What follows belongs to an exercise in optimizing a design on an open flow for small area, a short achievable clock period and few clock cycles per item; a production flow would make more cautious choices. RTL that was checked went through simulation tests only; none was proved equivalent to the original. Power is estimated from default activity; no workload was simulated.

## ble_ad_structure_parser
module ble_ad_structure_parser (
   input  logic             clock,
   input  logic             reset,
   input  logic             req_valid,
   output logic             req_stall,
   input  logic [16:0]      req_data,    
   output logic             rsp_valid,
   input  logic             rsp_stall,
   output logic [78:0]      rsp_data,    
   input  logic             csr_valid,
   output logic             csr_ready,
   input  logic [7:0]       csr_data
);
For scale: about 1000 cells after synthesis, roughly 110 I/O pins, roughly 11000 sq um of cells after synthesis.
Settings: LEC_CHECK=0, CAP_MARGIN=20, CORE_MARGIN=2, CORE_UTILIZATION=40, CTS_BUF_LIST=sky130_fd_sc_hd__clkbuf_4 sky130_fd_sc_hd__clkbuf_8, SETUP_SLACK_MARGIN=2.8, SLEW_MARGIN=20, SYNTH_HIERARCHICAL=1, SYNTH_MINIMUM_KEEP_SIZE=0; clock period 5.5 ns.
standard.sh (not shown) runs the stock make flow with config.mk's settings and CLKGATE_MAP_FILE= SYNTH_SCRIPT=/design/flow/synth_recipe.tcl, a recipe that flattens the netlist after the stock synthesis.
==> flow/flow/run.sh <==
#!/bin/bash
# Standard layout, with the port buffers inserted before placement made of
# sky130_fd_sc_hd__buf_2 cells instead of the buffer buffer_ports picks by
# default, and without the adder-extraction step in synthesis (ABC maps the
# arithmetic as plain gates).
set -euo pipefail
export BUFFER_PORTS_ARGS="-buffer_cell sky130_fd_sc_hd__buf_2"
export ADDER_MAP_FILE=
bash standard.sh > standard_flow.log 2>&1
Testbench counts at the start, summed over its fixed seeds: cycles 94,479, bytes 91,371.
Rerun with:
--- a/flow/design.v
+++ b/flow/design.v
@@ -105,33 +105,37 @@
          bap_pkg::C_APPEAR, bap_pkg::C_MANUF: keep_of = (ps[7:1] == 7'd0);
          default: keep_of = 1'b0;
       endcase
    endfunction
    logic [2:0] lane;
    logic kw;
    assign lane = lane_of(cls_ff, pos_ff);
    assign kw = keep_of(cls_ff, pos_ff);
-   logic wblock, st_reg, st_if;
-   assign wblock = wide_pend && !in_first && nz_ff;
+   logic wblock, st_reg, st_if, vnf_ff;
+   assign wblock = wide_pend && vnf_ff && nz_ff;
    assign wstall = wblock && !wide_take;
    assign go = in_v && !wstall && (!full || pop);
    assign st_reg = in_v && (wblock || (full && h_recend));
    assign st_if = in_v && full;
    bap_stall u_stall (.st_reg(st_reg), .st_if(st_if), .rsp_stall(rsp_stall),
                       .req_stall(req_stall));
    assign accept = req_valid && !req_stall;
    assign csr_ready = !in_v;
    assign name_ok = bap_pkg::lt8(pos_ff, name_limit);
    logic [8:0] dfull;
    assign dfull = {1'b0, req_data[8:1]} - 9'd1 - {1'b0, req_data[16:9]};
    always_ff @(posedge clock) begin
-      if (reset) in_v <= 1'b0;
-      else if (accept) in_v <= 1'b1;
-      else if (go) in_v <= 1'b0;
+      if (reset) begin
+         in_v <= 1'b0; vnf_ff <= 1'b0;
+      end else if (accept) begin
+         in_v <= 1'b1; vnf_ff <= !req_data[0];
+      end else if (go) begin
+         in_v <= 1'b0; vnf_ff <= 1'b0;
+      end
    end
    always_ff @(posedge clock) begin
       if (accept) begin
          in_first <= req_data[0];
          in_b <= req_data[16:9];
          in_lm1 <= bap_pkg::dec8(req_data[8:1]);
          in_lz <= (req_data[8:1] == 8'd0);
          in_l1 <= (req_data[8:1] == 8'd1);
@@ -252,17 +256,17 @@
       mask[2] = rec && wide && (cls_ff == bap_pkg::C_UUID32 || cls_ff == bap_pkg::C_U128 ||
                         cls_ff == bap_pkg::C_HASH || cls_ff == bap_pkg::C_RAND ||
                         cls_ff == bap_pkg::C_DEVID);
       mask[3] = rec && wide && (cls_ff == bap_pkg::C_U128 || cls_ff == bap_pkg::C_HASH ||
                         cls_ff == bap_pkg::C_RAND || cls_ff == bap_pkg::C_DEVID);
       ent.rec_valid = rec;
       ent.kind = kind;
       ent.half = half;
-      ent.lo = wide ? acc[7:0] : in_b;
+      ent.lo = !rec ? {1'b0, cn} : (wide ? acc[7:0] : in_b);
       ent.mask = mask;
       ent.end_valid = endb;
       ent.end_status = (ph == bap_pkg::PH_STOP) ? st :
                        ((ph == bap_pkg::PH_LEN) ? 2'd0 : 2'd2);
       ent.num = rec ? cm1 : cn;
    end
    assign push = go && ((act && rec) || endb);
    assign wide_push = go && act && rec && wide;
@@ -307,19 +311,20 @@
    assign take = occ_ff[0] && !rsp_stall;
    assign pop = pop_ok && !rsp_stall;
    assign wide_take = wide_ok && !rsp_stall;
    always_comb begin
       h_next = h;
       h_next.rec_valid = 1'b0;
       h_next.mask = '0;
       h_next.num = 7'(bap_pkg::inc8({1'b0, h.num}));
+      h_next.lo = {1'b0, h_next.num};
    end
    always_comb begin
-      val[7:0] = hrec ? h.lo : {1'b0, h.num};
+      val[7:0] = h.lo;
       val[15:8] = acc[15:8] & {8{h.mask[0]}};
       val[23:16] = acc[23:16] & {8{h.mask[1]}};
       val[31:24] = acc[31:24] & {8{h.mask[2]}};
       val[63:32] = acc[63:32] & {32{h.mask[3]}};
       rsp_data = {!hrec, hrec ? h.kind : 4'd0, val, hrec && h.half, hrec ? h.num : 7'd0,
                   hrec ? 2'd0 : h.end_status};
    end
    always_ff @(posedge clock) begin
Outcome: Count of clock-buffer cells in the layout is higher by 5. Non-clock buffer count came out higher by 40. Register-to-register slack is worse by 0.19 ns. Final cell count went up by 2.0%. Die area came out lower by 1.9%. Worst setup slack got worse by 0.17 ns. Via count increases by 1.3%.
Function not checked in the second run of this note: the RTL went through the layout flow alone.


Another version of the RTL of ble_ad_structure_parser (not shown whole).
Size in the first run: about 1400 cells after synthesis, roughly 0.011 sq mm of cells after synthesis.
==> flow/design.v (excerpt) <==
module ble_ad_structure_parser (
   input  logic             clock,
   input  logic             reset,
   input  logic             req_valid,
   output logic             req_stall,
   input  logic [16:0]      req_data,    
   output logic             rsp_valid,
   input  logic             rsp_stall,
   output logic [78:0]      rsp_data,    
   input  logic             csr_valid,
   output logic             csr_ready,
   input  logic [7:0]       csr_data
);
Settings: LEC_CHECK=0, ABC_AREA=1, CAP_MARGIN=20, CORE_MARGIN=2, CORE_UTILIZATION=40, CTS_BUF_LIST=sky130_fd_sc_hd__clkbuf_16, CTS_CLUSTER_DIAMETER=100, CTS_CLUSTER_SIZE=25, SETUP_SLACK_MARGIN=2.9, SLEW_MARGIN=20, SYNTH_HIERARCHICAL=1, SYNTH_MINIMUM_KEEP_SIZE=0; clock period 5.5 ns.
Scripts as last shown in full above: flow/flow/run.sh
Then changed:
--- a/flow/design.v
+++ b/flow/design.v
@@ -61,29 +61,20 @@
       lt8 = g4[1] | (e4[1] & g4[0]);
    endfunction
    function automatic logic [7:0] inc8(input logic [7:0] a);
       inc8[0] = ~a[0];
       for (int i = 1; i < 8; i++) inc8[i] = a[i] ^ (&(a | ~((8'd1 << i) - 8'd1)));
    endfunction
    function automatic logic [7:0] dec8(input logic [7:0] a);
       dec8[0] = ~a[0];
       for (int i = 1; i < 8; i++) dec8[i] = a[i] ^ ~(|(a & ((8'd1 << i) - 8'd1)));
    endfunction
-   function automatic logic [3:0] kind_mask(input logic [3:0] k);
-      kind_mask[0] = (k == 4'd1) || (k == 4'd2) || (k == 4'd3) || (k == 4'd4) || (k == 4'd8) ||
-                     (k == 4'd9) || (k == 4'd10) || (k == 4'd11) || (k == 4'd13) || (k == 4'd14);
-      kind_mask[1] = (k == 4'd2) || (k == 4'd3) || (k == 4'd4) || (k == 4'd8) ||
-                     (k == 4'd9) || (k == 4'd13) || (k == 4'd14);
-      kind_mask[2] = (k == 4'd2) || (k == 4'd3) || (k == 4'd4) ||
-                     (k == 4'd9) || (k == 4'd13) || (k == 4'd14);
-      kind_mask[3] = (k == 4'd3) || (k == 4'd4) || (k == 4'd9) || (k == 4'd13) || (k == 4'd14);
-   endfunction
 endpackage
 module bap_front (
    input  logic               clock,
    input  logic               reset,
    input  logic               req_valid,
    output logic               req_stall,
    input  logic [16:0]        req_data,
    output logic               csr_ready,
    input  logic [7:0]         name_limit,
    output logic               rsp_valid,
@@ -110,24 +101,22 @@
    endfunction
    function automatic logic keep_of(input logic [3:0] c, input logic [7:0] ps);
       case (c)
          bap_pkg::C_UUID16, bap_pkg::C_UUID32, bap_pkg::C_U128: keep_of = 1'b1;
          bap_pkg::C_CLASS, bap_pkg::C_HASH, bap_pkg::C_RAND, bap_pkg::C_DEVID:
             keep_of = (ps[7:4] == 4'd0);
          bap_pkg::C_APPEAR, bap_pkg::C_MANUF: keep_of = (ps[7:1] == 7'd0);
          default: keep_of = 1'b0;
       endcase
    endfunction
-   logic [2:0] lane;
-   logic kw;
-   assign lane = lane_of(cls_ff, pos_ff);
-   assign kw = keep_of(cls_ff, pos_ff);
+   logic [2:0] lane_ff;
+   logic kw_ff;
    logic wblock, st_reg, st_if, vnf_ff;
    assign wblock = wide_pend && vnf_ff && nz_ff;
    assign wstall = wblock && !wide_take;
    assign go = in_v && !wstall && (!full || pop);
    assign st_reg = in_v && (wblock || (full && h_recend));
    assign st_if = in_v && full;
    bap_stall u_stall (.st_reg(st_reg), .st_if(st_if), .rsp_stall(rsp_stall),
                       .req_stall(req_stall));
    assign accept = req_valid && !req_stall;
    assign csr_ready = !in_v;
@@ -301,51 +290,50 @@
             phase_ff <= ph; offs_ff <= in_first ? 8'd1 : bap_pkg::inc8(offs_ff); cnt_ff <= cn;
             nz_ff <= nz_n;
          end else if (in_first) begin
             phase_ff <= bap_pkg::PH_LEN; offs_ff <= '0; cnt_ff <= '0; nz_ff <= 1'b0;
          end
       end
    end
    always_ff @(posedge clock) begin
       if (go && act) begin
          rem_ff <= rem; pos_ff <= ps; stat_ff <= st; cls_ff <= cls;
+         lane_ff <= lane_of(cls, ps); kw_ff <= keep_of(cls, ps);
          drec_ff <= drec_n; nmn_ff <= nmn_n;
       end else if (go) begin
          nmn_ff <= name_ok;
       end
    end
    logic in_data;
    assign in_data = !in_first && (phase_ff == bap_pkg::PH_DATA);
    for (genvar k = 0; k < 8; k++) begin : g_acc
       always_ff @(posedge clock) begin
-         if (go && in_data && kw && lane == 3'(k)) acc[8*k +: 8] <= in_b;
+         if (go && in_data && kw_ff && lane_ff == 3'(k)) acc[8*k +: 8] <= in_b;
       end
    end
    localparam int D = bap_pkg::QueueDepth;
    logic [D-1:0][bap_pkg::EntryBits-1:0] q_ff;
    logic [D-1:0] occ_ff;            
    logic take, hrec;
-   bap_pkg::entry_type h, h_next, s_next;
+   bap_pkg::entry_type h, h_next;
    logic [63:0] val;
    assign h = q_ff[0];
    assign full = occ_ff[D-1];
    assign rsp_valid = occ_ff[0];
    assign hrec = h.rec_valid;
    assign h_recend = h.rec_valid && h.end_valid;
    assign pop_ok = occ_ff[0] && !h_recend;
    assign wide_ok = occ_ff[0] && h.mask[0];
    assign take = occ_ff[0] && !rsp_stall;
    assign pop = pop_ok && !rsp_stall;
    assign wide_take = wide_ok && !rsp_stall;
    always_comb begin
-      s_next = q_ff[(D > 1) ? 1 : 0];
-      s_next.mask = s_next.rec_valid ? bap_pkg::kind_mask(s_next.kind) : 4'd0;
       h_next = h;
       h_next.rec_valid = 1'b0;
       h_next.mask = '0;
       h_next.num = 7'(bap_pkg::inc8({1'b0, h.num}));
       h_next.lo = {1'b0, h_next.num};
    end
    always_comb begin
       val[7:0] = h.lo;
       val[15:8] = acc[15:8] & {8{h.mask[0]}};
       val[23:16] = acc[23:16] & {8{h.mask[1]}};
@@ -367,21 +355,21 @@
    always_comb begin
       for (int i = 0; i < D; i++) begin
          if (pop) wr_here[i] = (i + 1 < D) ? occ_ff[i] && !occ_ff[(i + 1) % D] : occ_ff[i];
          else wr_here[i] = (i == 0) ? !occ_ff[0] : occ_ff[(i + D - 1) % D] && !occ_ff[i];
       end
    end
    always_ff @(posedge clock) begin
       for (int i = 0; i < D; i++) begin
          if (wr_here[i]) q_ff[i] <= ent;
          else if (pop) begin
-            if (i + 1 < D) q_ff[i] <= (i == 0) ? s_next : q_ff[(i + 1) % D];
+            if (i + 1 < D) q_ff[i] <= q_ff[(i + 1) % D];
          end else if (i == 0 && take) q_ff[0] <= h_next;
       end
    end
 endmodule
 module bap_stall (
    input  logic st_reg,
    input  logic st_if,
    input  logic rsp_stall,
    output logic req_stall
 );
After rerunning:
- The changed run went through all stages and came out clean
- cell count rises by about 0.66%
- synthesized area rises by about 2.4%
- global-route usage barely changes
- routed wire length rises by 3.1%
- utilization rises by 0.55 points
- worst setup slack is about the same
- clock power rises by about 8%
- power rises by about 7%
- final area rises by about 4%
- synthesized cell count falls by 0.59%
- non-clock buffer count rises by 13
- maximum frequency stays flat
- combinational power rises by about 14%
No functional check of the RTL was part of any run of this note.

[re-timing with driven ports]
The results above use ideal ports. As a check the final layouts listed here were re-extracted and re-timed, cells and wires unchanged.
Step 1 sets driving cells, clkbuf_16 on the clock port and buf_2 on the other inputs (assumed; they add their load-dependent delay and slew).
Step 2 moves the port delays by t, midway between the first and last clock arrival at a register: inputs arrive t later, outputs are due t later. That takes back most of the time a late clock gives input paths.
Slacks: no drivers / after step 1 / after step 2; pairs: no drivers / after step 1.
run	t, ns	slack for setup (ns)	latest minus earliest clock arrival (ns)	cell pins on the clock port's net
the first run of note 1	0.549	2.755 / 2.714 / 2.422	0.018 / 0.018	1
the second run of note 1	0.563	2.588 / 2.577 / 2.014	0.017 / 0.018	1
the first run of note 2	0.479	2.919 / 2.888 / 2.508	0.012 / 0.012	1
the second run of note 2	0.486	2.920 / 2.881 / 2.483	0.019 / 0.019	1
After both steps setup and hold are still met in every run listed. For the second run of note 1, which loses most, drivers alone change the setup slack by -0.011 ns; drivers and shift together by -0.574 ns.
